Source: an optimization exercise on an open RTL-to-GDS flow (aim: small area, a short achievable clock period and few clock cycles per item). Production flows keep margins and buffers that such runs may drop.
At most, simulation tests tie the RTL to the original design; equivalence was not proved.
The RTL of run 8 was laid out without a check of its function.

==> flow/design.v, too long to show whole: its modules and the start of the top module <==
// module bcpg_csa: 349 lines
// module bcpg_cpa: 250 lines
// module bcpg_sub: 292 lines
// module bcpg_wstep: 495 lines
// module bcpg_dstep: 332 lines
// module cubic_bezier_point_generator: 180 lines
module cubic_bezier_point_generator
(
    input  logic clk,
    input  logic rst_n,
    input  logic in_valid,
    output logic in_ready,
    input  logic [127:0] in_data,
    output logic out_valid,
    input  logic out_ready,
    output logic [38:0]  out_data
);
  // ...
==> flow/run.sh <==
#!/bin/bash
# synth_recipe.tcl (not shown) runs the flow's synth.tcl, then flattens the netlist and writes it again
# the make line also repeats each setting of config.mk as NAME=value (left out here)
make -C /OpenROAD-flow-scripts/flow DESIGN_CONFIG=/design/flow/config.mk WORK_HOME=/design/flow/orfs CLKGATE_MAP_FILE= SYNTH_SCRIPT=/design/flow/synth_recipe.tcl finish
==> flow/config.mk <==
export PLATFORM = sky130hd
export DESIGN_NAME = cubic_bezier_point_generator
export DESIGN_NICKNAME = cubic_bezier_point_generator
export VERILOG_FILES = /design/flow/design.v
export SDC_FILE = /design/flow/constraint.sdc
export NUM_CORES = 4
export LEC_CHECK = 0
export ABC_CLOCK_PERIOD_IN_PS = 3000
export CAP_MARGIN = 20
export CORE_MARGIN = 2
export CORE_UTILIZATION = 40
export SETUP_SLACK_MARGIN = 5
export SLEW_MARGIN = 20
==> flow/constraint.sdc <==
create_clock -name core_clock -period 8.0 [get_ports {clk}]
set_input_delay 1.6000 -clock core_clock [delete_from_list [all_inputs] [get_ports {clk}]]
set_output_delay 1.6000 -clock core_clock [all_outputs]
set_load 0.01 [all_outputs]
==> impl_results.md, run 1 <==
- Status: finished clean
- Worst path top cell family by delay: compound AO/OA/AOI/OAI gates
- Post-CTS Resized: 372
- Cell type taking the most area: multi-input combinational cells
- Total global routing overflow: 0
- Setup violators final: 0
- Critical path required time: 8.42 ns
- CP bufs+invs: 4
- Largest family of logic cells by synthesized area: adder cells
- Most common cell in the netlist: edfxtp_1
- Starting DRT DRC Count: 1693
- Highest metal used: met5
- Slew Viols, Final: 0
- Synth Area in Simple Gates: 5.43%
- Top cells by area, synth: edfxtp_1 (46%), fa_1 (11%), ha_1 (10%), xnor2_1 (5.2%), xor2_1 (3.1%)
- Worst skew pair latency: 0.67 ns
- Max reg flops: 126
- Register Area: 24000 um2
- Detail Placement HPWL: 74100 um
- Ports: 173
- Post-synth top cells: edfxtp_1 (767), ha_1 (417), inv_1 (413)
- HP Class: reg -> reg
- Mean Syn Cell Area: 12.5 um2
- Final hold violations: 0
- GR Util met1: 23.3%
- Final nets: 5175
- Final period utilization: 39.8%
- Skew final: 0.0234 ns
- Yosys reg bits: 815
- Post-synth cell types: 66
- Setup bufs post-CTS: 56
- Critical path arrival: 3.60 ns
- Highest Clock Rate: 314 MHz
- Sequential cell area share: 40.4%
- WL final: 107000 um
Testbench counts, summed over its fixed seeds: cycles 16,440, points 16,384.
==> inputs of run 2 (changes only) <==
--- a/flow/config.mk
+++ b/flow/config.mk
@@ -9,5 +9,8 @@
 export CAP_MARGIN = 20
 export CORE_MARGIN = 2
 export CORE_UTILIZATION = 40
+export CTS_BUF_LIST = sky130_fd_sc_hd__clkbuf_16
+export CTS_CLUSTER_DIAMETER = 100
+export CTS_CLUSTER_SIZE = 25
 export SETUP_SLACK_MARGIN = 5
 export SLEW_MARGIN = 20
==> run 2 against run 1 <==
Effect of this change: area after synthesis unchanged; clock skew about the same; global-route usage is 0.29 points lower; fmax fell by 0.72%; via count shrank 1.6%; wire length down 1.6%; sequential share of layout area rose by 1.5 points.
==> impl_results.md, run 2 <==
- Critical-path top delay cell: fa_2
- Most common cell in the netlist: edfxtp_1
- Yosys top cell by area: edfxtp_1
- Top FF cell, synth: edfxtp_1
- Final period utilization: 40.1% (+0.29 points)
- Max Fanout on Critical Path: 2
- Crit-path cells: buf_12 > inv_12 > ha_4 > fa_2 > nor2b_4 > o21ai_4 > a21boi_2 > buf_4 > buf_4 > o21ai_1 > o21bai_1 > fa_2
- Initial antenna violation count: 2
- Worst path top cell family by delay: adder cells
- Die W: 359 um
- Total global routing overflow: 0 (unchanged)
- Die height: 359 um
- Placer Congestion: 0.817
- Port Buffer Count: 172
- Skew final: 0.0232 ns (-0.000285 ns)
- Final Util: 45.7%
- Max-slew headroom: 33.3%
- Post-DR wirelength/cell: 17.7 um
- Detail Placement HPWL: 74100 um (unchanged)
- Layout area overhead: 13.7%
- Critical path arrival: 3.61 ns (about the same)
- Root Buffer: clkbuf_16
- Die ar.: 129000 um2
- Critical path required time: 8.40 ns (-0.02 ns)
- Number of diodes: 0
- HP Class: reg -> reg
- Worst Setup Start Kind: input pin
- Seq/Total Area, Yosys: 47.6%
- Clk sinks: 815
- Initial Util: 40.2%
- Fill cells: 11300
- Non-Filler Instances: 5949
- Synth warn: 13
- RSZ-0062 raised after global routing: true
- Core area: 125000 um2
- Vias in the first global route: 31100
- Commonest non-fill, non-tap cell in the layout: edfxtp_1
- Top cells by area, synth: edfxtp_1 (46%), fa_1 (11%), ha_1 (10%), xnor2_1 (5.2%), xor2_1 (3.1%)
- Critical path capture point type: flop
- Post-synth cell types: 66 (unchanged)
- Final nets: 5110 (-1.3%)
- Biggest regs: g_coord.w x126, g_coord.d x102
- Routed Antenna Nets: 0
- CP peak stage delay: 0.46 ns
- Multi-input gate area: 25600 um2
- Clock transition at path regs: 0.10 ns
- Max reg flops: 126 (unchanged)
- Highest Clock Rate: 312 MHz (-0.72%)
- Share of layout cells above drive strength 1: 11.9%
- First-pass GRT wire length: 169000 um
- Post-Syn Area: 50500 um2
- Setup violators final: 0 (unchanged)
- Slew @ Worst Pin: 1.00 ns
- Critical path class: in -> reg
- CTS tree: yes
- WL final: 105000 um (-1.6%)
- CTS Buf Count: 42
- Status: finished clean
- Yosys reg bits: 815 (unchanged)
- Register Area: 24000 um2 (unchanged)
- CP bufs+invs: 4 (unchanged)
- Worst skew pair latency: 0.65 ns (-0.02 ns)
- Cell area after layout: 57400 um2
- Post-synth top cells: edfxtp_1 (767), ha_1 (417), inv_1 (413)
- Drc violations: 0
- GRT Total Usage: 16.2%
- Minimum clock period: 3.21 ns
- Final hold violations: 0 (unchanged)
- Slew Viols, Final: 0 (unchanged)
- FP Rows: 130
- Most flops, register: g_coord.w
- Drt pass-1 iters: 6
- Most frequent cells in the layout: edfxtp_1 (767), inv_1 (391), ha_1 (378)
- Vias per cell: 5.14
- Placement Cell Area: 54300 um2
- H-tree lvl count: 2
- Fin Setup TNS: 0 ns
- Cts hold-fix bufs: 0
- Ports: 173 (unchanged)
- Max clock buf depth: 3
- Mean Syn Cell Area: 12.5 um2 (unchanged)
- Async SR Flop Fraction: 1.10%
- Synth top area share: 45.6%
- Number of synthesized flops with an enable pin: 767
- Starting DRT DRC Count: 1728 (+2.1%)
- Mapped Nets: 4884
- Cells after Synth: 4047
- Placed instance count: 5773
- DR vias: 30600
- Max Cap Viol: 0
- Largest net degree at the start of global routing: 172
-- run 2: cell counts after synthesis --
No cell type changed its count.
-- run 2: kinds of logic (layout without fill, tap and decap cells) --
logic type	after synthesis	in the layout	share of synthesized area, %
AOI/OAI and AO/OA	907	907	12.3
xor gates and xnor gates	481	481	8.35
adders and majority gates	705	705	21.8
buffers and inverters	539	789	4.01
DFF	815	815	47.6
muxes	22	22	0.486
and+or+nand+nor	578	580	5.43
-- run 2: per-layer routing --
layer	vias to the layer above	part of all wire [%]	GRT usage [%]
li1	14900	-	-
met1	15000	48	23.4
met2	585	46	26.1
met3	112	4.0	1.87
met4	4	2.0	3.94
met5	-	0.025	0
-- run 2: area by class of cell --
cell class / instances / share of cell area (%)
Multi-Input combinational cell: 2695 / 44.6
Inverter: 413 / 2.86
Tap cell: 1650 / 3.60
Clock buffer: 43 / 1.88
Sequential cell: 815 / 41.9
Timing Repair Buffer: 306 / 4.77
Clock inverter: 27 / 0.421
-- run 2: worst reg2reg max path, stage by stage (launching register included) --
cell and delay [ns]:
edfxtp_1 0.38, ha_2 0.20, fa_2 0.34, a21o_1 0.17, a21o_4 0.23, a2111oi_4 0.39
o41ai_4 0.11, nand4_2 0.11, nand2b_1 0.08, a21o_1 0.19, fa_2 0.33, xor2_1 0.16
nand2_1 0.07, o21ai_0 0.07
-- run 2: repair_timing --
| item | CTS | global route |
|---|---|---|
| setup buffers | 58 | 46 |
| endpoints found under the setup margin | 371 | 207 |
| cloned | 2 | 0 |
| pin swaps | 117 | 137 |
| gates resized for setup | 376 | 175 |
-- run 2: per-stage QoR --
step | hold slack [ns] | setup slack, ns
final | 0.427 | 4.79
after global routing | 0.432 | 4.72
after CTS | 0.428 | 4.74
after detailed placement | 0.405 | 3.47
after global placement | 0.400 | 3.49
after floorplan | 0.400 | 4.51
-- run 2: final timing paths --
check	startpoint	depth (start not counted)	end	slack, ns
worst max-delay path	in_data[80]	12	g_coord[0].d[0][8]	4.79
worst min-delay path	c_i[0]	0	d_i[0]	0.43
worst max register to register	g_coord[0].w[0][0]	13	g_coord[0].w[0][17]	4.93
worst min register to register	c_i[0]	0	d_i[0]	0.43
max in group asynchronous	rst_n	1	rdy	6.40
min in group asynchronous	rst_n	1	c_v	1.27
==> inputs of run 3 (changes only) <==
--- a/flow/config.mk
+++ b/flow/config.mk
@@ -5,7 +5,7 @@
 export SDC_FILE = /design/flow/constraint.sdc
 export NUM_CORES = 4
 export LEC_CHECK = 0
-export ABC_CLOCK_PERIOD_IN_PS = 3000
+export ABC_CLOCK_PERIOD_IN_PS = 2500
 export CAP_MARGIN = 20
 export CORE_MARGIN = 2
 export CORE_UTILIZATION = 40
==> run 3 against run 2 <==
Effect of this change: worst hold slack unchanged; non-clock buffer count unchanged; utilization unchanged; flip-flop and latch count unchanged; die area unchanged; via count unchanged; wire length unchanged; largest cell class unchanged.
==> impl_results.md, run 3 <==
- Status: finished clean
- Layout area overhead: 13.7% (unchanged)
- Compound-cell area share of the yosys netlist: 12.3% (unchanged)
- Cells after Synth: 4047 (unchanged)
- Total global routing overflow: 0 (unchanged)
- XOR/XNOR share of the synthesized area: 8.35% (unchanged)
- DR vias: 30600 (unchanged)
- CP bufs+invs: 4 (unchanged)
- CTS tree: yes
- Final hold violations: 0 (unchanged)
- Placer Congestion: 0.817 (unchanged)
- Die height: 359 um (unchanged)
- Initial Util: 40.2% (unchanged)
- Clk sinks: 815 (unchanged)
- Wire length on met2: 48100 um (unchanged)
- Initial antenna violation count: 2 (unchanged)
- Minimum clock period: 3.21 ns (unchanged)
- CTS Buf Count: 42 (unchanged)
- Synth warn: 13 (unchanged)
- Highest metal used: met5
- Share of layout cells above drive strength 1: 11.9% (unchanged)
- RSZ-0062 raised after global routing: true
- Async SR Flop Fraction: 1.10% (unchanged)
- Vias in the first global route: 31100 (unchanged)
- Port Buffer Count: 172 (unchanged)
- Yosys reg bits: 815 (unchanged)
- Max clock buf depth: 3 (unchanged)
- Core area: 125000 um2 (unchanged)
- WL final: 105000 um (unchanged)
- Largest net degree at the start of global routing: 172 (unchanged)
- Max Fanout on Critical Path: 2 (unchanged)
- Number of synthesized flops with an enable pin: 767 (unchanged)
- HP Class: reg -> reg
- Max-slew headroom: 33.3% (unchanged)
- Critical path class: in -> reg
- Critical path capture point type: flop
- Placement Cell Area: 54300 um2 (unchanged)
- Top FF cell, synth: edfxtp_1
- FP Rows: 130 (unchanged)
- Most frequent cells in the layout: edfxtp_1 (767), inv_1 (391), ha_1 (378)
- Largest family of logic cells by synthesized area: adder cells
- Cts hold-fix bufs: 0 (unchanged)
- Post-Synth Adder-Cell Area: 21.8% (unchanged)
- Max Cap Viol: 0 (unchanged)
- Starting DRT DRC Count: 1728 (unchanged)
- Seq/Total Area, Yosys: 47.6% (unchanged)
- WL met3: 4190 um (unchanged)
- Synth Area in Simple Gates: 5.43% (unchanged)
- Most common cell in the netlist: edfxtp_1
- Synth top area share: 45.6% (unchanged)
- Root Buffer: clkbuf_16
- Biggest regs: g_coord.w x126, g_coord.d x102
- Slew @ Worst Pin: 1.00 ns (unchanged)
- Worst skew pair latency: 0.65 ns (about the same)
- Fill cells: 11300 (unchanged)
- Detail Placement HPWL: 74100 um (unchanged)
- Number of diodes: 0 (unchanged)
- Post-synth top cells: edfxtp_1 (767), ha_1 (417), inv_1 (413)
- GRT Total Usage: 16.2% (unchanged)
- First-pass GRT wire length: 169000 um (unchanged)
- Post-Syn Area: 50500 um2 (unchanged)
- Cell area after layout: 57400 um2 (unchanged)
- Mapped Nets: 4884 (unchanged)
- Slew Viols, Final: 0 (unchanged)
- Post-synth cell types: 66 (unchanged)
- Worst path top cell family by delay: adder cells
- Vias per cell: 5.14 (unchanged)
- Post-DR wirelength/cell: 17.7 um (unchanged)
- Routed Antenna Nets: 0 (unchanged)
- Multiplexer share of the synthesized area: 0.486% (unchanged)
- H-tree lvl count: 2 (unchanged)
- Critical-path top delay cell: fa_2
- Drc violations: 0 (unchanged)
- Critical path arrival: 3.61 ns (about the same)
- Ports: 173 (unchanged)
- Setup violators final: 0 (unchanged)
- Top cells by area, synth: edfxtp_1 (46%), fa_1 (11%), ha_1 (10%), xnor2_1 (5.2%), xor2_1 (3.1%)
- Skew final: 0.0232 ns (unchanged)
- Mean Syn Cell Area: 12.5 um2 (unchanged)
- Drt pass-1 iters: 6 (unchanged)
- Commonest non-fill, non-tap cell in the layout: edfxtp_1
- CP peak stage delay: 0.46 ns (about the same)
- Crit-path cells: buf_12 > inv_12 > ha_4 > fa_2 > nor2b_4 > o21ai_4 > a21boi_2 > buf_4 > buf_4 > o21ai_1 > o21bai_1 > fa_2
- Yosys top cell by area: edfxtp_1
- Clock transition at path regs: 0.10 ns (about the same)
- Worst Setup Start Kind: input pin
- Critical path required time: 8.40 ns (about the same)
- Most flops, register: g_coord.w
- Fin Setup TNS: 0 ns (unchanged)
- Die ar.: 129000 um2 (unchanged)
- Final nets: 5110 (unchanged)
- Highest Clock Rate: 312 MHz (unchanged)
- Met1 wire length: 50800 um (unchanged)
- Die W: 359 um (unchanged)
- Max reg flops: 126 (unchanged)
- Final period utilization: 40.1% (unchanged)
## run 3: cell counts in the layout (fill, tap and decap cells not counted)
Identical to the previous run, type by type.
## run 3: cell families (layout without fill, tap and decap cells)
logic type,count (synthesis),count (layout)
adders and majority gates,705,705
xor gates and xnor gates,481,481
DFF,815,815
and+or+nand+nor,578,580
muxes,22,22
AOI/OAI and AO/OA,907,907
buffers and inverters,539,789
## run 3: final timing paths
check,slack (ns),to,cells after the start,startpoint
hold reg to reg,0.43,d_i[0],0,c_i[0]
setup / recovery,4.79,g_coord[0].d[0][8],12,in_data[80]
max in group asynchronous,6.40,rdy,1,rst_n
hold / removal,0.43,d_i[0],0,c_i[0]
min in group asynchronous,1.27,c_v,1,rst_n
setup reg to reg,4.93,g_coord[0].w[0][17],13,g_coord[0].w[0][0]
## run 3: stage by stage
step / hold slack (ns) / setup slack [ns] / utilization, % / std cells
after floorplan: 0.400 / 4.51 / - / 4047
final: 0.427 / 4.79 / 45.7 / 5949
after global placement: 0.400 / 3.49 / 43.3 / 5771
after detailed placement: 0.405 / 3.47 / 43.3 / 5773
after global routing: 0.432 / 4.72 / 45.7 / 5949
after CTS: 0.428 / 4.74 / 45.1 / 5903
## run 3: cell type report
| type | instances | area, um2 | area share (%) |
|---|---|---|---|
| Timing Repair Buffer | 306 | 2730 | 4.77 |
| Inverter | 413 | 1640 | 2.86 |
| Clock buffer | 43 | 1080 | 1.88 |
| Multi-Input combinational cell | 2695 | 25600 | 44.6 |
| Sequential cell | 815 | 24000 | 41.9 |
| Tap cell | 1650 | 2060 | 3.60 |
| Clock inverter | 27 | 241 | 0.421 |
## run 3: per-layer routing
metal	up-vias	global-route usage [%]
met5	-	0
met4	4	3.94
met3	112	1.87
met2	585	26.1
met1	15000	23.4
li1	14900	-
## run 3: repair_timing
item | in CTS | in global routing
gates resized for setup | 376 | 175
pin swaps | 117 | 137
setup buffers | 58 | 46
setup endpoints to repair | 371 | 207
gates cloned | 2 | 0
## run 3: worst reg2reg max path: stages, from the launching register on
cell and delay (ns):
edfxtp_1 0.38, ha_2 0.20, fa_2 0.34, a21o_1 0.17
a21o_4 0.23, a2111oi_4 0.39, o41ai_4 0.11, nand4_2 0.11
nand2b_1 0.08, a21o_1 0.19, fa_2 0.33, xor2_1 0.16
nand2_1 0.07, o21ai_0 0.07
==> inputs of run 4 (changes only) <==
--- a/flow/config.mk
+++ b/flow/config.mk
@@ -5,10 +5,10 @@
 export SDC_FILE = /design/flow/constraint.sdc
 export NUM_CORES = 4
 export LEC_CHECK = 0
-export ABC_CLOCK_PERIOD_IN_PS = 2500
+export ABC_CLOCK_PERIOD_IN_PS = 3000
 export CAP_MARGIN = 20
 export CORE_MARGIN = 2
-export CORE_UTILIZATION = 40
+export CORE_UTILIZATION = 70
 export CTS_BUF_LIST = sky130_fd_sc_hd__clkbuf_16
 export CTS_CLUSTER_DIAMETER = 100
 export CTS_CLUSTER_SIZE = 25
==> run 4 against run 3 <==
Effect of this change: area after synthesis unchanged; largest cell class unchanged; utilization increased by 33 points; die area decreased by 42%; first-iteration DRC count increased by 31%; sequential share of layout area increased by 0.63 points.
==> impl_results.md, run 4 <==
- Hold_ws: 0.427 ns (-0.0000100 ns)
- Biggest regs: g_coord.w x126, g_coord.d x102
- GRT Total Usage: 27.3% (+11 points)
- Crit path from: in_data[32]
- Mapped Nets: 4884 (unchanged)
- Top FF cell, synth: edfxtp_1
- Port Buffer Count: 172 (unchanged)
- Most common cell in the netlist: edfxtp_1
- Yosys top cell by area: edfxtp_1
- XOR/XNOR share of the synthesized area: 8.35% (unchanged)
- WL final: 101000 um (-3.6%)
- Compound-cell area share of the yosys netlist: 12.3% (unchanged)
- Detail Placement HPWL: 70300 um (-5.1%)
- Yosys reg bits: 815 (unchanged)
- Cts hold-fix bufs: 0 (unchanged)
- Final period utilization: 41.1% (+0.98 points)
- Highest Clock Rate: 304 MHz (-2.4%)
- Top cells by area, synth: edfxtp_1 (46%), fa_1 (11%), ha_1 (10%), xnor2_1 (5.2%), xor2_1 (3.1%)
- Post-synth top cells: edfxtp_1 (767), ha_1 (417), inv_1 (413)
- CP peak stage delay: 0.36 ns (-0.10 ns)
- HP Class: reg -> reg
- Cells after Synth: 4047 (unchanged)
- Seq/Total Area, Yosys: 47.6% (unchanged)
- FP Rows: 98 (-25%)
- Initial antenna violation count: 3 (+1)
- Placer Congestion: 0.882 (+7.9%)
- CP bufs+invs: 3 (-1)
- Async SR Flop Fraction: 1.10% (unchanged)
- Most flops, register: g_coord.w
- Synth warn: 13 (unchanged)
- Post-Synth Adder-Cell Area: 21.8% (unchanged)
- Initial Util: 70.6% (+30 points)
- Critical path class: in -> reg
- Number of synthesized flops with an enable pin: 767 (unchanged)
- Die W: 272 um (-24%)
- Clk sinks: 815 (unchanged)
- Worst Setup Start Kind: input pin
- Final nets: 5115 (+0.098%)
- Crit path to: g_coord[1].d[1][14]
- Ports: 173 (unchanged)
- DR vias: 31700 (+3.8%)
- Max clock buf depth: 3 (unchanged)
- Max-slew headroom: 26.0% (-7.4 points)
- Post-Syn Area: 50500 um2 (unchanged)
- Commonest non-fill, non-tap cell in the layout: edfxtp_1
- Status: finished clean
- Post-synth cell types: 66 (unchanged)
- Skew final: 0.0325 ns (+0.00931 ns)
- Reg-to-Reg End: g_coord[0].w[0][17]
- Max Cap Viol: 0 (unchanged)
- Worst r2r src: g_coord[0].w[0][0]
- Drt pass-1 iters: 6 (unchanged)
- Max reg flops: 126 (unchanged)
- R2R depth: 13 (unchanged)
- Starting DRT DRC Count: 2256 (+31%)
- CTS Buf Count: 40 (-4.8%)
- Setup violators final: 0 (unchanged)
- CTS tree: yes
- Core area: 71500 um2 (-43%)
- Total global routing overflow: 0 (unchanged)
- Die ar.: 74300 um2 (-42%)
- Worst path top cell family by delay: compound AO/OA/AOI/OAI gates
- Critical-path top delay cell: fa_2
- Largest net degree at the start of global routing: 167 (-2.9%)
- Multiplexer share of the synthesized area: 0.486% (unchanged)
- Most frequent cell on the critical path: a211oi_2
- RSZ-0062 raised after global routing: true
- Post-DR wirelength/cell: 19.3 um (+9.1%)
- Max Fanout on Critical Path: 3 (+1)
- Fin Setup TNS: 0 ns (unchanged)
- Clock transition at path regs: 0.10 ns (about the same)
- Synth Area in Simple Gates: 5.43% (unchanged)
- Critical path capture point type: flop
- Vias per cell: 6.04 (+17%)
- Layout area overhead: 12.0%
- Most frequent cells in the layout: edfxtp_1 (767), inv_1 (391), ha_1 (375)
- Vias in the first global route: 32100 (+3.3%)
- Worst skew pair latency: 0.62 ns (-0.03 ns)
- Critical path required time: 8.37 ns (-0.03 ns)
- Critical path arrival: 3.66 ns (+0.05 ns)
- Minimum clock period: 3.29 ns (+0.0782 ns)
- Slew @ Worst Pin: 1.11 ns (+0.111 ns)
- Crit-path cells: buf_12 > inv_12 > ha_4 > fa_2 > nor2b_1 > o21a_1 > o21ai_2 > a211oi_2 > o31ai_2 > buf_4 > a21oi_4 > a211oi_2 > a21o_1
- Synth top area share: 45.6% (unchanged)
- Final hold violations: 0 (unchanged)
- R2R Setup Slk: 4.82 ns (-0.11 ns)
- Drc violations: 0 (unchanged)
- H-tree lvl count: 2 (unchanged)
- Mean Syn Cell Area: 12.5 um2 (unchanged)
- Slew Viols, Final: 0 (unchanged)
- Share of layout cells above drive strength 1: 12.1% (+0.15 points)
- First-pass GRT wire length: 162000 um (-4.1%)
- Largest family of logic cells by synthesized area: adder cells
- Die height: 272 um (-24%)
- Routed Antenna Nets: 0 (unchanged)
- Crit path depth: 13 (+1)
- Root Buffer: clkbuf_16
- Final Util: 79.0% (+33 points)
- Hold Crit Depth: 0 (unchanged)
## run 4: cell count changes in the layout (fill, tap and decap cells not counted), sizes merged, moves of 3 or more
cell,delta
buf,+6
dlymetal6s2s,-4
inv,-4
clkdlybuf4s15,+3
clkdlybuf4s50,+3
diode,+3
## run 4: timing repair
action                     4_1_cts  5_1_grt
cloned                           2        1
pin swaps                      113      127
resized for setup              401      166
setup endpoints to repair      401      269
setup buffers                   63       50
## run 4: worst min-delay path by stage
stage | from | to
after global routing | b_i[2] | c_i[2]
after floorplan | b_i[2] | c_i[2]
after global placement | c_i[2] | d_i[2]
after CTS | c_i[4] | d_i[4]
after detailed placement | b_i[2] | c_i[2]
final | c_i[1] | d_i[1]
## run 4: through the flow
stage	setup WS [ns]	std cells	instance area (um2)
floorplan	4.51	4047	50700
global placement	3.56	5067	53400
detailed placement	3.48	5068	53400
CTS	4.75	5199	55600
global route	4.67	5255	56500
finish	4.71	5255	56500
## run 4: area by class of cell
type | count | area (um2)
multi-input cells | 2696 | 25600
fillers | 4360 | 15000
inverters | 413 | 1640
clock buffers | 42 | 1050
well taps | 950 | 1190
clock inverters | 24 | 170
repair buffers | 312 | 2780
flip-flops and latches | 815 | 24000
diodes | 3 | 7.51
## run 4: layer usage
metal  GRT usage, %  vias to the layer above  share of wire (%)
met5              0                        -                  0
met2           47.1                     1056                 50
met4           6.81                        0                2.3
li1               -                    14900                  -
met3           3.25                      173                6.1
met1           37.2                    15600                 42
## run 4: kinds of logic after synthesis
family	after synthesis
adder cells (fa/ha/maj)	705
AND/OR/NAND/NOR	578
multiplexers	22
buffers and inverters	539
flip-flops	815
XOR/XNOR	481
AO/OA/AOI/OAI	907
## run 4: worst register-to-register path, cell delays in order (launching register included)
cell and delay, ns:
edfxtp_1 0.38, ha_2 0.21, fa_2 0.41, a21o_1 0.17, a21o_1 0.20, a2111oi_4 0.42
o41ai_4 0.13, nand4_2 0.12, nand2b_1 0.09, a21o_1 0.18, fa_2 0.33, xor2_1 0.17
nand2_1 0.08, o21ai_1 0.06
==> inputs of run 5 (changes only) <==
--- a/flow/config.mk
+++ b/flow/config.mk
@@ -8,7 +8,7 @@
 export ABC_CLOCK_PERIOD_IN_PS = 3000
 export CAP_MARGIN = 20
 export CORE_MARGIN = 2
-export CORE_UTILIZATION = 70
+export CORE_UTILIZATION = 60
 export CTS_BUF_LIST = sky130_fd_sc_hd__clkbuf_16
 export CTS_CLUSTER_DIAMETER = 100
 export CTS_CLUSTER_SIZE = 25
==> run 5 against run 4 <==
Effect of this change: still clean on timing, DRC and antenna; wire length shrank 2.0%; worst hold slack gained 0.0021 ns; critical path depth shrank 2; via count shrank 3.0%; global-route usage shrank 4.1 points; final cell count grew 2.5%; critical path type unchanged.
==> impl_results.md, run 5 <==
- Setup violators final: 0 (unchanged)
- Most flops, register: g_coord.w
- First-pass GRT wire length: 160000 um (-1.6%)
- Total global routing overflow: 0 (unchanged)
- Biggest regs: g_coord.w x126, g_coord.d x102
- Top cells by area, synth: edfxtp_1 (46%), fa_1 (11%), ha_1 (10%), xnor2_1 (5.2%), xor2_1 (3.1%)
- RSZ-0062 raised after global routing: true
- Root Buffer: clkbuf_16
- Synth warn: 13 (unchanged)
- Mapped Nets: 4884 (unchanged)
- Core area: 83400 um2 (+17%)
- Yosys reg bits: 815 (unchanged)
- Port Buffer Count: 172 (unchanged)
- Initial Util: 60.5% (-10 points)
- HP Class: reg -> reg
- Drc violations: 0 (unchanged)
- Final nets: 5114 (-0.020%)
- Die height: 294 um (+7.9%)
- Max Fanout on Critical Path: 2 (-1)
- Largest net degree at the start of global routing: 169 (+1.2%)
- Layout area overhead: 12.0% (about the same)
- Hold Crit Depth: 0 (unchanged)
- Worst Setup Start Kind: input pin
- Hold EP: d_i[1]
- Synth top area share: 45.6% (unchanged)
- Max Cap Viol: 0 (unchanged)
- R2R depth: 13 (unchanged)
- Async SR Flop Fraction: 1.10% (unchanged)
- H-tree lvl count: 2 (unchanged)
- Post-DR wirelength/cell: 18.5 um (-4.4%)
- Top FF cell, synth: edfxtp_1
- Status: finished clean
- Initial antenna violation count: 3 (unchanged)
- Critical path arrival: 3.51 ns (-0.15 ns)
- Fill cells: 6240 (+43%)
- Clock transition at path regs: 0.10 ns (about the same)
- Most common cell in the netlist: edfxtp_1
- Number of synthesized flops with an enable pin: 767 (unchanged)
- Max-slew headroom: 38.1% (+12 points)
- Placer Congestion: 0.850 (-3.7%)
- Clk sinks: 815 (unchanged)
- Critical path class: in -> reg
- Placement Cell Area: 53600 um2 (+0.40%)
- Final hold violations: 0 (unchanged)
- Max reg flops: 126 (unchanged)
- Slew @ Worst Pin: 0.928 ns (-0.183 ns)
- DR vias: 30800 (-3.0%)
- Post-Syn Area: 50500 um2 (unchanged)
- Hold Path Origin: c_i[1]
- Routed Antenna Nets: 0 (unchanged)
- Post-synth cell types: 66 (unchanged)
- Post-synth top cells: edfxtp_1 (767), ha_1 (417), inv_1 (413)
- Cts hold-fix bufs: 0 (unchanged)
- Worst skew pair latency: 0.61 ns (about the same)
- Starting DRT DRC Count: 1863 (-17%)
- Skew final: 0.0217 ns (-0.0108 ns)
- Critical path capture point type: flop
- Vias in the first global route: 31000 (-3.4%)
- GRT Total Usage: 23.2% (-4.1 points)
- Final period utilization: 39.4% (-1.6 points)
- Vias per cell: 5.72 (-5.4%)
- Slew Viols, Final: 0 (unchanged)
- Die W: 294 um (+7.9%)
- Highest Clock Rate: 317 MHz (+4.1%)
- Drt pass-1 iters: 6 (unchanged)
- WL final: 99500 um (-2.0%)
- Cell area after layout: 56500 um2 (about the same)
- Ports: 173 (unchanged)
- CTS tree: yes
- Fin Setup TNS: 0 ns (unchanged)
- Max clock buf depth: 3 (unchanged)
- Worst r2r src: g_coord[0].d[0][0]
- CTS Buf Count: 40 (unchanged)
- Seq/Total Area, Yosys: 47.6% (unchanged)
- Most frequent cells in the layout: edfxtp_1 (767), inv_1 (397), ha_1 (373)
- Die ar.: 86400 um2 (+16%)
- Share of layout cells above drive strength 1: 11.9% (-0.19 points)
- Cells after Synth: 4047 (unchanged)
- Yosys top cell by area: edfxtp_1
- Mean Syn Cell Area: 12.5 um2 (unchanged)
- Detail Placement HPWL: 71000 um (+0.87%)
- R2R Setup Slk: 4.85 ns (+0.03 ns)
- Reg-to-Reg End: g_coord[0].w[0][17]
- Critical path required time: 8.36 ns (about the same)
- FP Rows: 106 (+8.2%)
- Commonest non-fill, non-tap cell in the layout: edfxtp_1
- Minimum clock period: 3.16 ns (-0.130 ns)
- Hold_ws: 0.429 ns (+0.00212 ns)
## run 5: cell count changes in the layout (fill, tap and decap cells not counted), sizes merged
| cell | delta |
|---|---|
| bufinv | -1 |
| clkinv | -3 |
| inv | +5 |
| nand2b | -1 |
| dlymetal6s2s | +1 |
| clkdlybuf4s50 | -4 |
| dlygate4sd2 | -1 |
| clkdlybuf4s15 | +4 |
## run 5: area by class of cell
class | count | area (um2) | area share, %
Inverter | 413 | 1640 | 2.90
Clock inverter | 25 | 146 | 0.259
Multi-Input combinational cell | 2695 | 25500 | 45.1
Antenna cell | 3 | 7.51 | 0.0133
Timing Repair Buffer | 312 | 2800 | 4.95
Tap cell | 1080 | 1350 | 2.39
Clock buffer | 42 | 1050 | 1.86
Sequential cell | 815 | 24000 | 42.5
## run 5: worst max path at each step
stage,to,slack (ns),start,depth (start not counted)
after floorplan,g_coord[1].d[1][14],4.51,in_data[32],11
after global placement,g_coord[1].d[0][14],3.52,in_data[64],12
after detailed placement,g_coord[1].d[0][14],3.49,in_data[64],12
after CTS,g_coord[0].w[0][17],4.82,g_coord[0].d[0][0],13
after global routing,g_coord[0].d[2][16],4.76,in_data[16],13
final,g_coord[1].d[1][8],4.84,in_data[32],11
## run 5: repair_timing
| item | 4_1_cts | 5_1_grt |
|---|---|---|
| setup endpoints to repair | 353 | 267 |
| setup buffers | 70 | 39 |
| pin swaps | 107 | 101 |
| gates resized for setup | 397 | 157 |
| gates cloned | 2 | 0 |
## run 5: per-layer routing
metal	vias up	part of all wire, %	GRT usage [%]
met2	603	49	39.7
met5	-	0	0
met1	15200	45	31.9
met3	140	3.9	2.27
met4	0	2.2	5.91
li1	14900	-	-
## run 5: cells by family after synthesis
| logic type | Yosys count | share of synthesized area (%) |
|---|---|---|
| xor gates and xnor gates | 481 | 8.35 |
| DFF | 815 | 47.6 |
| muxes | 22 | 0.486 |
| adders and majority gates | 705 | 21.8 |
| buffers and inverters | 539 | 4.01 |
| AOI/OAI and AO/OA | 907 | 12.3 |
| and+or+nand+nor | 578 | 5.43 |
## run 5: worst max-delay path, stage by stage
cell,delay [ns]
buf_12,0.10
inv_12,0.03
ha_4,0.15
fa_2,0.40
nor2b_2,0.12
o21a_1,0.16
o21ai_2,0.10
buf_6,0.13
a21oi_4,0.12
a21o_1,0.16
fa_2,0.44
## run 5: stage by stage
step | setup slack (ns) | instances | util [%]
6_report | 4.84 | 5385 | 67.8
2_1_floorplan | 4.51 | 4047 | -
3_3_place_gp | 3.52 | 5202 | 64.2
5_1_grt | 4.76 | 5385 | 67.8
4_1_cts | 4.82 | 5343 | 66.9
3_5_place_dp | 3.49 | 5204 | 64.2
==> inputs of run 6 (changes only) <==
--- a/flow/config.mk
+++ b/flow/config.mk
@@ -5,6 +5,7 @@
 export SDC_FILE = /design/flow/constraint.sdc
 export NUM_CORES = 4
 export LEC_CHECK = 0
+export ABC_AREA = 1
 export ABC_CLOCK_PERIOD_IN_PS = 3000
 export CAP_MARGIN = 20
 export CORE_MARGIN = 2
==> run 6 against run 5 <==
Effect of this change: non-clock buffer count decreased by 82; worst setup slack improved by 0.15 ns; critical path type unchanged; still clean on timing, DRC and antenna; fmax up 4.9%; clock-buffer cell count shrank 1.
==> impl_results.md, run 6 <==
- Yosys reg bits: 815 (unchanged)
- Cts hold-fix bufs: 0 (unchanged)
- Top FF cell, synth: edfxtp_1
- Clk sinks: 815 (unchanged)
- Synth top area share: 43.5% (-2.2 points)
- DR vias: 34900 (+13%)
- Biggest regs: g_coord.w x126, g_coord.d x102
- Post-Syn Area: 53000 um2 (+5.0%)
- Total global routing overflow: 0 (unchanged)
- Final nets: 6124 (+20%)
- Fin Setup TNS: 0 ns (unchanged)
- Detail Placement HPWL: 79300 um (+12%)
- First-pass GRT wire length: 173000 um (+8.2%)
- Hold Path Origin: c_i[4]
- HP Class: reg -> reg
- Met3 usage: 2.38% (+0.10 points)
- Most common cell in the netlist: nand2_1
- Slew Viols, Final: 0 (unchanged)
- CTS tree: yes
- Mean Syn Cell Area: 10.3 um2 (-17%)
- GRT Total Usage: 23.7% (+0.50 points)
- GR Util met1: 32.7% (+0.87 points)
- Setup violators final: 0 (unchanged)
- Final WS setup: 4.99 ns (+0.148 ns)
- Placer Congestion: 0.885 (+4.1%)
- Placed instance count: 6361 (+22%)
- Root Buffer: clkbuf_16
- Met2 Resource Use GR: 40.5% (+0.75 points)
- Post-DR wirelength/cell: 16.5 um (-10%)
- Worst Setup Start Kind: input pin
- Highest Clock Rate: 332 MHz (+4.9%)
- Die W: 301 um (+2.4%)
- Final period utilization: 37.6% (-1.8 points)
- WL final: 107000 um (+7.5%)
- Mapped Nets: 5959 (+22%)
- Hold_ws: 0.428 ns (-0.00138 ns)
- Vias in the first global route: 34300 (+11%)
- Async SR Flop Fraction: 1.10% (unchanged)
- Commonest non-fill, non-tap cell in the layout: nand2_1
- Most frequent cells in the layout: nand2_1 (987), inv_1 (824), edfxtp_1 (767)
- Seq/Total Area, Yosys: 45.4% (-2.3 points)
- Max-slew headroom: 27.2% (-11 points)
- Initial antenna violation count: 2 (-1)
- Max reg flops: 126 (unchanged)
- Critical path required time: 8.38 ns (+0.02 ns)
- Core area: 87200 um2 (+4.5%)
- Max Fanout on Critical Path: 3 (+1)
- Top cells by area, synth: edfxtp_1 (43%), fa_1 (11%), ha_1 (9.8%), nand2_1 (7.1%), inv_1 (6.0%)
- Die ar.: 90700 um2 (+4.9%)
- Ports: 173 (unchanged)
- Synth warn: 13 (unchanged)
- Die height: 301 um (+2.4%)
- Most flops, register: g_coord.w
- Vias per cell: 5.39 (-5.7%)
- RSZ-0062 raised after global routing: true
- Slew @ Worst Pin: 1.09 ns (+0.164 ns)
- Drc violations: 0 (unchanged)
- Worst r2r src: b_i[1]
- Drt pass-1 iters: 6 (unchanged)
- FP Rows: 108 (+1.9%)
- Skew final: 0.0273 ns (+0.00565 ns)
- Hold Crit Depth: 0 (unchanged)
- Port Buffer Count: 172 (unchanged)
- Critical path class: in -> reg
- Non-Filler Instances: 6465 (+20%)
- Max Cap Viol: 0 (unchanged)
- Layout area overhead: 9.61%
- Routed Antenna Nets: 0 (unchanged)
- Post-synth cell types: 45 (-32%)
- Clock transition at path regs: 0.10 ns (about the same)
- Starting DRT DRC Count: 2168 (+16%)
- Busiest grt layer: met2
- Status: finished clean
- Initial Util: 60.8% (+0.31 points)
- Placement Setup Slack: 3.86 ns (+0.366 ns)
- Critical path capture point type: flop
- Minimum clock period: 3.01 ns (-0.148 ns)
- R2R depth: 10 (-3)
- Crit path from: in_data[87]
- H-tree lvl count: 2 (unchanged)
- Post-synth top cells: nand2_1 (998), inv_1 (843), edfxtp_1 (767)
- Final hold violations: 0 (unchanged)
- Critical path arrival: 3.38 ns (-0.13 ns)
- Yosys top cell by area: edfxtp_1
- Max clock buf depth: 3 (unchanged)
- Largest net degree at the start of global routing: 168 (-0.59%)
- Cells after Synth: 5122 (+27%)
- Worst skew pair latency: 0.62 ns (about the same)
- Share of layout cells above drive strength 1: 7.70% (-4.2 points)
- CTS Buf Count: 40 (unchanged)
- Number of synthesized flops with an enable pin: 767 (unchanged)
-- run 6: cell count changes after synthesis, sizes merged, moves of 52 or more --
cell	previous run	this run
a22oi	204	0
o22ai	2	299
o21ai	206	84
clkbuf	107	55
xnor2	301	51
nand3	17	264
a22o	79	0
a21oi	136	201
nand2	180	1047
xor2	180	303
inv	413	863
-- run 6: final timing paths --
check | end | slack [ns]
worst max-delay path | g_coord[0].d[1][9] | 4.99
worst max register to register | g_coord[0].c_k0 | 5.12
worst min-delay path | d_i[4] | 0.43
min in group asynchronous | a_v | 1.34
max in group asynchronous | s_v | 6.30
worst min register to register | d_i[4] | 0.43
-- run 6: critical path: stages --
cell and delay [ns]:
clkdlybuf4s50_1 0.49, inv_1 0.10, ha_1 0.35, a21oi_2 0.20, nand2_4 0.07, fa_1 0.43
xor2_1 0.15
-- run 6: routing by layer --
metal	up-vias	wire length (um)
li1	17400	-
met1	16500	48200
met2	760	50900
met3	141	5180
met4	2	2650
met5	-	13
-- run 6: area by class of cell --
class / count / area [um2]
fill: 6935 / 29100
timing repair buffer: 230 / 2250
inverter: 864 / 3330
antenna: 1 / 2.50
sequential: 815 / 24000
clock inverter: 23 / 133
tap: 1155 / 1450
timing repair inverter: 4 / 30.0
clock buffer: 41 / 1030
multi-input combinational: 3332 / 25800
-- run 6: cell families after synthesis --
group                      count (synthesis)  share of synthesized area (%)
AOI/OAI and AO/OA                        705                           8.21
xor gates and xnor gates                 354                           5.85
adders and majority gates                705                           20.7
buffers and inverters                    975                           7.03
DFF                                      815                           45.4
muxes                                      1                         0.0212
and+or+nand+nor                         1567                           12.8
-- run 6: repair_timing --
item | 4_1_cts | 5_1_grt
gates resized for setup | 132 | 98
endpoints found under the setup margin | 372 | 344
cloned | 1 | 3
pin swaps | 3 | 22
buffers inserted | 7 | 27
-- run 6: per-stage QoR --
stage / utilization, % / instance area (um2)
after detailed placement: 64.6 / 56300
after CTS: 66.1 / 57600
after global routing: 66.6 / 58100
after global placement: 64.6 / 56300
final: 66.6 / 58100
after floorplan: - / 53400
==> inputs of run 7 (changes only) <==
--- a/flow/config.mk
+++ b/flow/config.mk
@@ -13,5 +13,6 @@
 export CTS_BUF_LIST = sky130_fd_sc_hd__clkbuf_16
 export CTS_CLUSTER_DIAMETER = 100
 export CTS_CLUSTER_SIZE = 25
+export PLACE_DENSITY = 0.72
 export SETUP_SLACK_MARGIN = 5
 export SLEW_MARGIN = 20
==> run 7 against run 6 <==
Effect of this change: clock skew down 0.0027 ns; first-iteration DRC count up 11%; critical endpoint is now g_coord[1].d[0][9]; die area unchanged; final cell count about the same; global-route usage down 0.12 points; largest cell class unchanged; non-clock buffer count down 5; fmax up 0.30%.
==> impl_results.md, run 7 <==
- HP Class: reg -> reg
- Max reg flops: 126 (unchanged)
- Cell area after layout: 58000 um2 (-0.12%)
- Async SR Flop Fraction: 1.10% (unchanged)
- H-tree lvl count: 2 (unchanged)
- Biggest regs: g_coord.w x126, g_coord.d x102
- Slew Viols, Final: 0 (unchanged)
- Vias per cell: 5.47 (+1.4%)
- Yosys top cell by area: edfxtp_1
- Top cells by area, synth: edfxtp_1 (43%), fa_1 (11%), ha_1 (9.8%), nand2_1 (7.1%), inv_1 (6.0%)
- Post-synth top cells: nand2_1 (998), inv_1 (843), edfxtp_1 (767)
- Cells after Synth: 5122 (unchanged)
- Drc violations: 0 (unchanged)
- Initial Util: 60.8% (unchanged)
- Final Util: 66.6% (-0.082 points)
- RSZ-0062 raised after global routing: true
- Max-slew headroom: 26.5% (-0.64 points)
- Final period utilization: 37.5% (-0.11 points)
- Number of diodes: 0 (-1)
- Max Cap Viol: 0 (unchanged)
- Synth top area share: 43.5% (unchanged)
- Commonest non-fill, non-tap cell in the layout: nand2_1
- R2R Setup Slk: 5.05 ns (-0.07 ns)
- Routed Antenna Nets: 0 (unchanged)
- Worst Setup Start Kind: input pin
- Share of layout cells above drive strength 1: 7.64% (-0.068 points)
- Crit path to: g_coord[1].d[0][9]
- Critical path class: in -> reg
- Final nets: 6119 (-0.082%)
- Fin Setup TNS: 0 ns (unchanged)
- Placement Cell Area: 56300 um2 (about the same)
- Vias in the first global route: 35200 (+2.7%)
- CTS Buf Count: 40 (unchanged)
- DR vias: 35300 (+1.3%)
- Max clock buf depth: 3 (unchanged)
- Status: finished clean
- Layout area overhead: 9.47%
- Yosys reg bits: 815 (unchanged)
- Most common cell in the netlist: nand2_1
- Ports: 173 (unchanged)
- Seq/Total Area, Yosys: 45.4% (unchanged)
- Initial antenna violation count: 3 (+1)
- Mapped Nets: 5959 (unchanged)
- R2R depth: 7 (-3)
- Number of synthesized flops with an enable pin: 767 (unchanged)
- Worst skew pair latency: 0.60 ns (-0.02 ns)
- Synth warn: 13 (unchanged)
- Highest Clock Rate: 333 MHz (+0.30%)
- Cts hold-fix bufs: 0 (unchanged)
- Worst r2r src: b_bc[6]
- GRT Total Usage: 23.6% (-0.12 points)
- Critical path required time: 8.37 ns (about the same)
- Mean Syn Cell Area: 10.3 um2 (unchanged)
- Setup violators final: 0 (unchanged)
- Clk sinks: 815 (unchanged)
- Post-synth cell types: 45 (unchanged)
- Post-DR wirelength/cell: 16.4 um (-0.64%)
- Post-Syn Area: 53000 um2 (unchanged)
- Slew @ Worst Pin: 1.10 ns (+0.00959 ns)
- Root Buffer: clkbuf_16
- CTS tree: yes
- Die W: 301 um (unchanged)
- Drt pass-1 iters: 6 (unchanged)
- FP Rows: 108 (unchanged)
- Reg-to-Reg End: g_coord[0].c_s1[14]
- Final hold violations: 0 (unchanged)
- Max Fanout on Critical Path: 3 (unchanged)
- Port Buffer Count: 172 (unchanged)
- First-pass GRT wire length: 173000 um (about the same)
- Crit path from: in_data[103]
- Most frequent cells in the layout: nand2_1 (987), inv_1 (826), edfxtp_1 (767)
- Skew final: 0.0247 ns (-0.00265 ns)
- Placer Congestion: 0.881 (-0.43%)
- Most flops, register: g_coord.w
- Largest net degree at the start of global routing: 164 (-2.4%)
- Minimum clock period: 3.00 ns (-0.00891 ns)
- Critical path capture point type: flop
- Total global routing overflow: 0 (unchanged)
- Core area: 87200 um2 (unchanged)
- WL final: 106000 um (-0.73%)
- Starting DRT DRC Count: 2404 (+11%)
- Die ar.: 90700 um2 (unchanged)
- Clock transition at path regs: 0.10 ns (about the same)
- Top FF cell, synth: edfxtp_1
- Die height: 301 um (unchanged)
- Critical path arrival: 3.37 ns (about the same)
- Detail Placement HPWL: 77900 um (-1.8%)
==> run 7: cell counts after synthesis <==
No cell type changed its count.
==> run 7: timing repair <==
| item | 4_1_cts | 5_1_grt |
|---|---|---|
| pin swaps | 5 | 20 |
| setup endpoints to repair | 335 | 182 |
| buffers inserted | 9 | 22 |
| resized for setup | 141 | 100 |
| gates cloned | 2 | 2 |
==> run 7: kinds of logic (layout without fill, tap and decap cells) <==
family,Yosys count,count (layout),share of synthesized area (%)
AO/OA/AOI/OAI,705,705,8.21
AND/OR/NAND/NOR,1567,1567,12.8
buffers and inverters,975,1157,7.03
XOR/XNOR,354,354,5.85
multiplexers,1,1,0.0212
flip-flops,815,815,45.4
adder cells (fa/ha/maj),705,705,20.7
==> run 7: area by class of cell <==
class                   instances  area (um2)
repair inverters                4        30.0
clock buffers                  41        1030
inverters                     864        3340
clock inverters                23         135
multi-input cells            3332       25900
repair buffers                225        2140
fillers                      6830       29100
well taps                    1155        1450
flip-flops and latches        815       24000
==> run 7: through the flow <==
step	hold WS (ns)	worst slack [ns]	std cells
6_report	0.428	5.00	6459
3_3_place_gp	0.402	3.92	6360
3_5_place_dp	0.405	3.86	6360
4_1_cts	0.428	4.89	6435
5_1_grt	0.436	4.96	6459
2_1_floorplan	0.400	4.73	5122
==> run 7: worst min-delay path by stage <==
stage / from / endpoint / slack [ns] / cells after the start
after floorplan: b_i[2] / c_i[2] / 0.40 / 0
after global placement: c_i[2] / d_i[2] / 0.40 / 0
after detailed placement: b_i[2] / c_i[2] / 0.40 / 0
after CTS: b_i[2] / c_i[2] / 0.43 / 0
after global routing: c_i[0] / d_i[0] / 0.44 / 0
final: c_i[1] / d_i[1] / 0.43 / 0
==> run 7: critical path, stage by stage <==
cell	delay, ns
clkdlybuf4s50_1	0.45
inv_1	0.10
ha_1	0.37
a21oi_1	0.25
nand2_4	0.09
fa_2	0.35
xor2_1	0.14
==> run 7: per-layer routing <==
| metal | track usage, % | wire length (um) | vias up | share of wire [%] |
|---|---|---|---|---|
| met1 | 31.7 | 46300 | 16800 | 44 |
| met5 | 0 | 20 | - | 0.019 |
| met4 | 6.60 | 2760 | 4 | 2.6 |
| met3 | 2.82 | 5670 | 159 | 5.3 |
| met2 | 40.5 | 51400 | 932 | 48 |
| li1 | - | - | 17400 | - |
==> module cubic_bezier_point_generator, before the edit <==
module cubic_bezier_point_generator
(
    input  logic clk,
    input  logic rst_n,
    input  logic in_valid,
    output logic in_ready,
    input  logic [127:0] in_data,
    output logic out_valid,
    input  logic out_ready,
    output logic [38:0]  out_data
);
    function automatic logic [7:0] booth(input logic [4:0] i);
        logic [2:0] one, two;
        logic [1:0] neg;
        logic [2:0] g;
        for (int k = 0; k < 3; k++)
        begin
            g[2] = (k < 2) ? i[2*k+1] : 1'b0;
            g[1] = i[2*k];
            g[0] = (k > 0) ? i[2*k-1] : 1'b0;
            one[k] = g[1] ^ g[0];
            two[k] = (g == 3'b100) || (g == 3'b011);
            if (k < 2)
                neg[k] = g[2];
        end
        booth = {one, two, neg};
    endfunction
    logic       a_v, b_v, c_v, d_v, e_v, f_v, o_v, s_v, rdy;
    logic [4:0] a_i, b_i, c_i, d_i, e_i, f_i;
    logic [7:0] b_bc, e_bc;
    logic       fire, a_free, o_load, f_fire;
    assign fire     = !s_v;
    assign a_free   = !a_v || (a_i == 5'd31);
    assign in_ready = rdy;
    assign o_load   = !o_v || out_ready;
    assign f_fire   = fire && f_v;
    always_ff @(posedge clk or negedge rst_n)
    begin
        if (!rst_n)
        begin
            a_v <= 1'b0;
            b_v <= 1'b0;
            c_v <= 1'b0;
            d_v <= 1'b0;
            e_v <= 1'b0;
            f_v <= 1'b0;
            o_v <= 1'b0;
            s_v <= 1'b0;
            rdy <= 1'b1;
        end
        else
        begin
            if (fire)
            begin
                b_v <= a_v;
                c_v <= b_v;
                d_v <= c_v;
                e_v <= d_v;
                f_v <= e_v;
                if (a_free)
                    a_v <= in_valid;
            end
            if (o_load)
            begin
                o_v <= s_v || f_fire;
                s_v <= 1'b0;
            end
            else if (f_fire)
                s_v <= 1'b1;
            rdy <= (o_load || (fire && !f_v)) &&
                   (fire ? (a_free ? !in_valid : (a_i == 5'd30))
                         : a_free);
        end
    end
    always_ff @(posedge clk)
    begin
        if (fire)
        begin
            b_i  <= a_i;
            b_bc <= booth(a_i);
            c_i  <= b_i;
            d_i  <= c_i;
            e_i  <= d_i;
            e_bc <= booth(d_i);
            f_i  <= e_i;
            a_i  <= a_free ? 5'd0 : a_i + 5'd1;
        end
    end
    logic [38:0] res, s_data, o_data;
    genvar c;
    generate
        for (c = 0; c < 2; c++)
        begin : g_coord
            localparam int OFS = (c == 0) ? 16 : 0;
            logic [16:0] d [3];
            logic [16:0] dn [3];
            logic [20:0] w [3];
            logic [20:0] wn [3];
            logic [16:0] e0n, e1n, e3n;
            logic [15:0] b_q0, b_q1;
            logic [16:0] b_e0, b_e1;
            logic [15:0] s0n, c0n, s1n, c1n, s3n, c3n;
            logic        k0n, k1n, k3n;
            logic [15:0] c_s0, c_c0, c_s1, c_c1;
            logic        c_k0, c_k1;
            logic [15:0] r0n, r1n;
            logic [15:0] d_r0, d_r1;
            logic [15:0] e_r0;
            logic [16:0] e_e3;
            logic [15:0] f_s, f_c;
            logic        f_k;
            logic [15:0] pt;
            for (genvar k = 0; k < 3; k++)
            begin : g_q
                bcpg_sub   u_d (.a(in_data[96 - 32*k + OFS +: 16]), .b(in_data[64 - 32*k + OFS +: 16]),
                                .e(dn[k]));
                bcpg_dstep u_w (.w(w[k]), .d(d[k]), .y(wn[k]));
                always_ff @(posedge clk)
                begin
                    if (fire)
                    begin
                        if (a_free)
                            w[k] <= {in_data[96 - 32*k + OFS +: 16], 5'b00000};
                        else
                            w[k] <= wn[k];
                    end
                    if (fire && a_free)
                        d[k] <= dn[k];
                end
            end
            bcpg_sub u_e0 (.a(w[0][20:5]), .b(w[1][20:5]), .e(e0n));
            bcpg_sub u_e1 (.a(w[1][20:5]), .b(w[2][20:5]), .e(e1n));
            bcpg_csa u_m0 (.a(b_q0), .e(b_e0), .bo(b_bc[7:5]), .bt(b_bc[4:2]), .bn(b_bc[1:0]),
                           .s(s0n), .c(c0n), .k(k0n));
            bcpg_csa u_m1 (.a(b_q1), .e(b_e1), .bo(b_bc[7:5]), .bt(b_bc[4:2]), .bn(b_bc[1:0]),
                           .s(s1n), .c(c1n), .k(k1n));
            bcpg_cpa u_r0 (.s(c_s0), .c(c_c0), .k(c_k0), .y(r0n));
            bcpg_cpa u_r1 (.s(c_s1), .c(c_c1), .k(c_k1), .y(r1n));
            bcpg_sub u_e3 (.a(d_r0), .b(d_r1), .e(e3n));
            bcpg_csa u_m3 (.a(e_r0), .e(e_e3), .bo(e_bc[7:5]), .bt(e_bc[4:2]), .bn(e_bc[1:0]),
                           .s(s3n), .c(c3n), .k(k3n));
            bcpg_cpa u_pt (.s(f_s), .c(f_c), .k(f_k), .y(pt));
            always_ff @(posedge clk)
            begin
                if (fire)
                begin
                    b_q0 <= w[0][20:5];
                    b_q1 <= w[1][20:5];
                    b_e0 <= e0n;
                    b_e1 <= e1n;
                    c_s0 <= s0n;
                    c_c0 <= c0n;
                    c_k0 <= k0n;
                    c_s1 <= s1n;
                    c_c1 <= c1n;
                    c_k1 <= k1n;
                    d_r0 <= r0n;
                    d_r1 <= r1n;
                    e_r0 <= d_r0;
                    e_e3 <= e3n;
                    f_s  <= s3n;
                    f_c  <= c3n;
                    f_k  <= k3n;
                end
            end
            assign res[38 - 16*c -: 16] = pt;
        end
    endgenerate
    assign res[6:1] = {1'b0, f_i};
    assign res[0]   = (f_i == 5'd31);
    always_ff @(posedge clk)
    begin
        if (fire)
            s_data <= res;
        if (o_load)
            o_data <= s_v ? s_data : res;
    end
    assign out_valid = o_v;
    assign out_data  = o_data;
endmodule
==> inputs of run 8 (changes only) <==
--- a/flow/design.v
+++ b/flow/design.v
@@ -1773,7 +1773,7 @@
     endfunction
     logic       a_v, b_v, c_v, d_v, e_v, f_v, o_v, s_v, rdy;
     logic [4:0] a_i, b_i, c_i, d_i, e_i, f_i;
-    logic [7:0] b_bc, e_bc;
+    logic [7:0] b_bcx, b_bcy_n, e_bcx, e_bcy_n;
     logic       fire, a_free, o_load, f_fire;
     assign fire     = !s_v;
     assign a_free   = !a_v || (a_i == 5'd31);
@@ -1823,11 +1823,13 @@
         if (fire)
         begin
             b_i  <= a_i;
-            b_bc <= booth(a_i);
+            b_bcx   <= booth(a_i);
+            b_bcy_n <= ~booth(a_i);
             c_i  <= b_i;
             d_i  <= c_i;
             e_i  <= d_i;
-            e_bc <= booth(d_i);
+            e_bcx   <= booth(d_i);
+            e_bcy_n <= ~booth(d_i);
             f_i  <= e_i;
             a_i  <= a_free ? 5'd0 : a_i + 5'd1;
         end
@@ -1856,6 +1858,17 @@
             logic [15:0] f_s, f_c;
             logic        f_k;
             logic [15:0] pt;
+            logic [7:0]  b_bc, e_bc;
+            if (c == 0)
+            begin : g_bx
+                assign b_bc = b_bcx;
+                assign e_bc = e_bcx;
+            end
+            else
+            begin : g_by
+                assign b_bc = ~b_bcy_n;
+                assign e_bc = ~e_bcy_n;
+            end
             for (genvar k = 0; k < 3; k++)
             begin : g_q
                 bcpg_sub   u_d (.a(in_data[96 - 32*k + OFS +: 16]), .b(in_data[64 - 32*k + OFS +: 16]),
==> flow/config.mk (replaced) <==
export PLATFORM = sky130hd
export DESIGN_NAME = cubic_bezier_point_generator
export DESIGN_NICKNAME = cubic_bezier_point_generator
export VERILOG_FILES = /design/flow/design.v
export SDC_FILE = /design/flow/constraint.sdc
export NUM_CORES = 4
export LEC_CHECK = 0
export ABC_CLOCK_PERIOD_IN_PS = 3000
export CAP_MARGIN = 20
export CORE_MARGIN = 2
export CORE_UTILIZATION = 40
export SETUP_SLACK_MARGIN = 5
export SLEW_MARGIN = 20
==> run 8 against run 7 <==
Effect of this change: still clean; critical path depth is 7 higher; area after synthesis is 4.4% lower; clock-buffer cell count up 76; synthesized cell count is 20% lower; flip-flop and latch count increased by 16; utilization is 19 points lower; wire length down 1.8%; critical endpoint is now g_coord[0].w[1][17].
==> impl_results.md, run 8 <==
- Status: finished clean
- Slew @ Worst Pin: 1.08 ns (-0.0256 ns)
- Post-Syn Area: 50700 um2 (-4.4%)
- Most frequent cells in the layout: edfxtp_1 (783), inv_1 (451), ha_1 (388)
- WL final: 104000 um (-1.8%)
- Synth warn: 13 (unchanged)
- Placer Congestion: 0.836 (-5.1%)
- Total global routing overflow: 0 (unchanged)
- Fin Setup TNS: 0 ns (unchanged)
- Worst skew pair latency: 0.67 ns (+0.07 ns)
- Largest net degree at the start of global routing: 164 (unchanged)
- Critical path capture point type: flop
- Drt pass-1 iters: 6 (unchanged)
- Most frequent cell on the critical path: a21o_1
- Critical path arrival: 3.87 ns (+0.50 ns)
- Die W: 360 um (+20%)
- Register Area: 24500 um2 (+2.0%)
- CP bufs+invs: 0 (-2)
- Max reg flops: 126 (unchanged)
- Fill cells: 11100 (+63%)
- Yosys reg bits: 831 (+2.0%)
- Yosys top cell by area: edfxtp_1
- Layout area overhead: 18.8%
- Max Cap Viol: 0 (unchanged)
- Hold Crit Depth: 0 (unchanged)
- Synth top area share: 46.4% (+2.9 points)
- H-tree lvl count: 3 (+1)
- Skew final: 0.0226 ns (-0.00207 ns)
- GRT Total Usage: 16.0% (-7.5 points)
- Highest Clock Rate: 290 MHz (-13%)
- CTS Buf Count: 97 (+140%)
- Critical path class: reg -> reg
- Drc violations: 0 (unchanged)
- Commonest non-fill, non-tap cell in the layout: edfxtp_1
- Clock transition at path regs: 0.06 ns (-0.04 ns)
- Max-slew headroom: 28.3% (+1.8 points)
- Crit path depth: 14 (+7)
- Cts hold-fix bufs: 0 (unchanged)
- Starting DRT DRC Count: 1896 (-21%)
- Port Buffer Count: 172 (unchanged)
- Cells after Synth: 4110 (-20%)
- Routed Antenna Nets: 0 (unchanged)
- Mapped Nets: 4947 (-17%)
- Share of layout cells above drive strength 1: 14.1% (+6.4 points)
- Post-synth top cells: edfxtp_1 (783), inv_1 (482), ha_1 (417)
- Crit-path cells: ha_2 > fa_2 > a21o_1 > a21o_1 > a21o_1 > o31a_1 > a211oi_4 > nor2_2 > a221oi_2 > o21bai_1 > fa_2 > xor2_1 > nand2_1 > o21ai_1
- Critical path required time: 8.42 ns (+0.05 ns)
- DR vias: 31300 (-11%)
- Detail Placement HPWL: 74400 um (-4.4%)
- Minimum clock period: 3.45 ns (+0.452 ns)
- Initial antenna violation count: 2 (-1)
- HP Class: reg -> reg
- Placement Cell Area: 54600 um2 (-3.0%)
- Vias in the first global route: 31900 (-9.5%)
- Max Fanout on Critical Path: 2 (-1)
- Clk sinks: 831 (+2.0%)
- Top FF cell, synth: edfxtp_1
- Die ar.: 130000 um2 (+43%)
- CP peak stage delay: 0.37 ns (-0.08 ns)
- Final nets: 5259 (-14%)
- CTS tree: yes
- Seq/Total Area, Yosys: 48.4% (+3.0 points)
- Core area: 126000 um2 (+44%)
- Critical-path top delay cell: edfxtp_1
- Setup violators final: 0 (unchanged)
- Biggest regs: g_coord.w x126, g_coord.d x102
- Multi-input gate area: 25300 um2 (-2.0%)
- Top cells by area, synth: edfxtp_1 (46%), fa_1 (11%), ha_1 (10%), xnor2_1 (5.4%), inv_1 (3.6%)
- Number of synthesized flops with an enable pin: 783 (+2.1%)
- R2R depth: 14 (+7)
- Post-synth cell types: 65 (+44%)
- Root Buffer: clkbuf_16
- Final hold violations: 0 (unchanged)
- Worst Setup Start Kind: flop
- RSZ-0062 raised after global routing: true
- Mean Syn Cell Area: 12.3 um2 (+19%)
- Max clock buf depth: 3 (unchanged)
- Slew Viols, Final: 0 (unchanged)
- Most flops, register: g_coord.w
- Initial Util: 40.3% (-20 points)
- Post-DR wirelength/cell: 16.9 um (+3.0%)
- Worst path top cell family by delay: compound AO/OA/AOI/OAI gates
- Async SR Flop Fraction: 1.08% (-0.021 points)
- First-pass GRT wire length: 168000 um (-2.7%)
- Most common cell in the netlist: edfxtp_1
- Final period utilization: 43.1% (+5.6 points)
- Ports: 173 (unchanged)
- FP Rows: 130 (+20%)
- Die height: 360 um (+20%)
- Vias per cell: 5.09 (-7.0%)
- Cell area after layout: 60200 um2 (+3.8%)
## run 8: cell count changes after synthesis, sizes merged, moves of 134 or more
cell / delta
inv: -380
nand2: -839
nand3: -228
o22ai: -164
xnor2: +261
xor2: -134
## run 8: path summary, 6_finish.rpt
kind	start	to	slack (ns)
worst max-delay path	g_coord[0].d[1][0]	g_coord[0].w[1][17]	4.55
worst min-delay path	c_i[0]	d_i[0]	0.42
worst max register to register	g_coord[0].d[1][0]	g_coord[0].w[1][17]	4.55
worst min register to register	c_i[0]	d_i[0]	0.42
max in group asynchronous	rst_n	rdy	6.42
min in group asynchronous	rst_n	b_v	1.25
## run 8: area by class of cell
type,count,area share (%)
antenna,1,0.00416
clock buffer,117,4.30
clock inverter,61,1.16
inverter,484,3.16
multi-input combinational,2673,42.1
sequential,831,40.7
tap,1650,3.43
timing repair buffer,335,5.11
## run 8: what timing repair did
item	4_1_cts	5_1_grt
setup buffers	82	52
hold endpoints to repair	0	0
gates cloned	0	0
setup endpoints to repair	293	221
pin swaps	161	133
gates resized for setup	423	158
## run 8: cells by family (layout without fill, tap and decap cells)
kind of cell | count (synthesis) | in the layout | synth area share, %
buffers and inverters | 606 | 997 | 4.49
DFF | 831 | 831 | 48.4
and+or+nand+nor | 609 | 609 | 5.59
xor gates and xnor gates | 481 | 481 | 8.31
AOI/OAI and AO/OA | 855 | 855 | 11.0
muxes | 23 | 23 | 0.506
other | 0 | 1 | 0
adders and majority gates | 705 | 705 | 21.7
## run 8: worst register-to-register path, cell delays in order (launching register included)
cell      delay (ns)
edfxtp_1        0.37
ha_2            0.20
fa_2            0.34
a21o_1          0.17
a21o_1          0.18
a21o_1          0.20
o31a_1          0.29
a211oi_4        0.30
nor2_2          0.08
a221oi_2        0.32
o21bai_1        0.13
fa_2            0.35
xor2_1          0.16
nand2_1         0.06
o21ai_1         0.06
## run 8: through the flow
| step | instances | hold WS [ns] | setup slack, ns | util, % |
|---|---|---|---|---|
| floorplan | 4110 | 0.400 | 4.26 | - |
| global placement | 5839 | 0.402 | 3.28 | 43.4 |
| detailed placement | 5839 | 0.405 | 3.21 | 43.4 |
| CTS | 6099 | 0.417 | 4.44 | 47.1 |
| global route | 6152 | 0.423 | 4.43 | 47.9 |
| finish | 6152 | 0.416 | 4.55 | 47.9 |
## run 8: routing by layer
layer,vias up,track usage (%),wire length (um)
li1,15200,-,-
met1,15300,22.1,48700
met2,637,26.3,48600
met3,153,2.35,4470
met4,2,4.74,2390
met5,-,0,14

==> port drivers added, routing unchanged <==
Ports are ideal in the flow. The routed layouts listed here were re-timed in OpenROAD.
Step 1 sets driving cells, clkbuf_16 on the clock port and buf_2 on the other inputs (assumed; they add their load-dependent delay and slew).
Step 2 times the ports against the registers' clock, not the clock port: input delays grow and output delays shrink by t, the midpoint of the rising clock arrivals with the driver on.
Slacks: ideal / step 1 / step 2; pairs: ideal / step 1.
| run | shift t [ns] | setup WS [ns] | pins driven straight from the clock port |
|---|---|---|---|
| run 1 | 0.725 | 4.816 / 4.828 / 4.103 | 1 |
| run 2 | 0.702 | 4.793 / 4.795 / 4.093 | 1 |
| run 3 | 0.702 | 4.793 / 4.795 / 4.093 | 1 |
| run 4 | 0.667 | 4.715 / 4.722 / 4.056 | 1 |
| run 5 | 0.670 | 4.844 / 4.849 / 4.182 | 1 |
| run 6 | 0.669 | 4.992 / 4.936 / 4.340 | 1 |
| run 7 | 0.654 | 5.001 / 5.034 / 4.380 | 1 |
| run 8 | 0.733 | 4.549 / 4.549 / 3.914 | 1 |
After both steps every run listed still meets setup and hold. For run 1, which loses most, drivers alone change the setup slack by +0.012 ns; drivers and shift together by -0.713 ns.
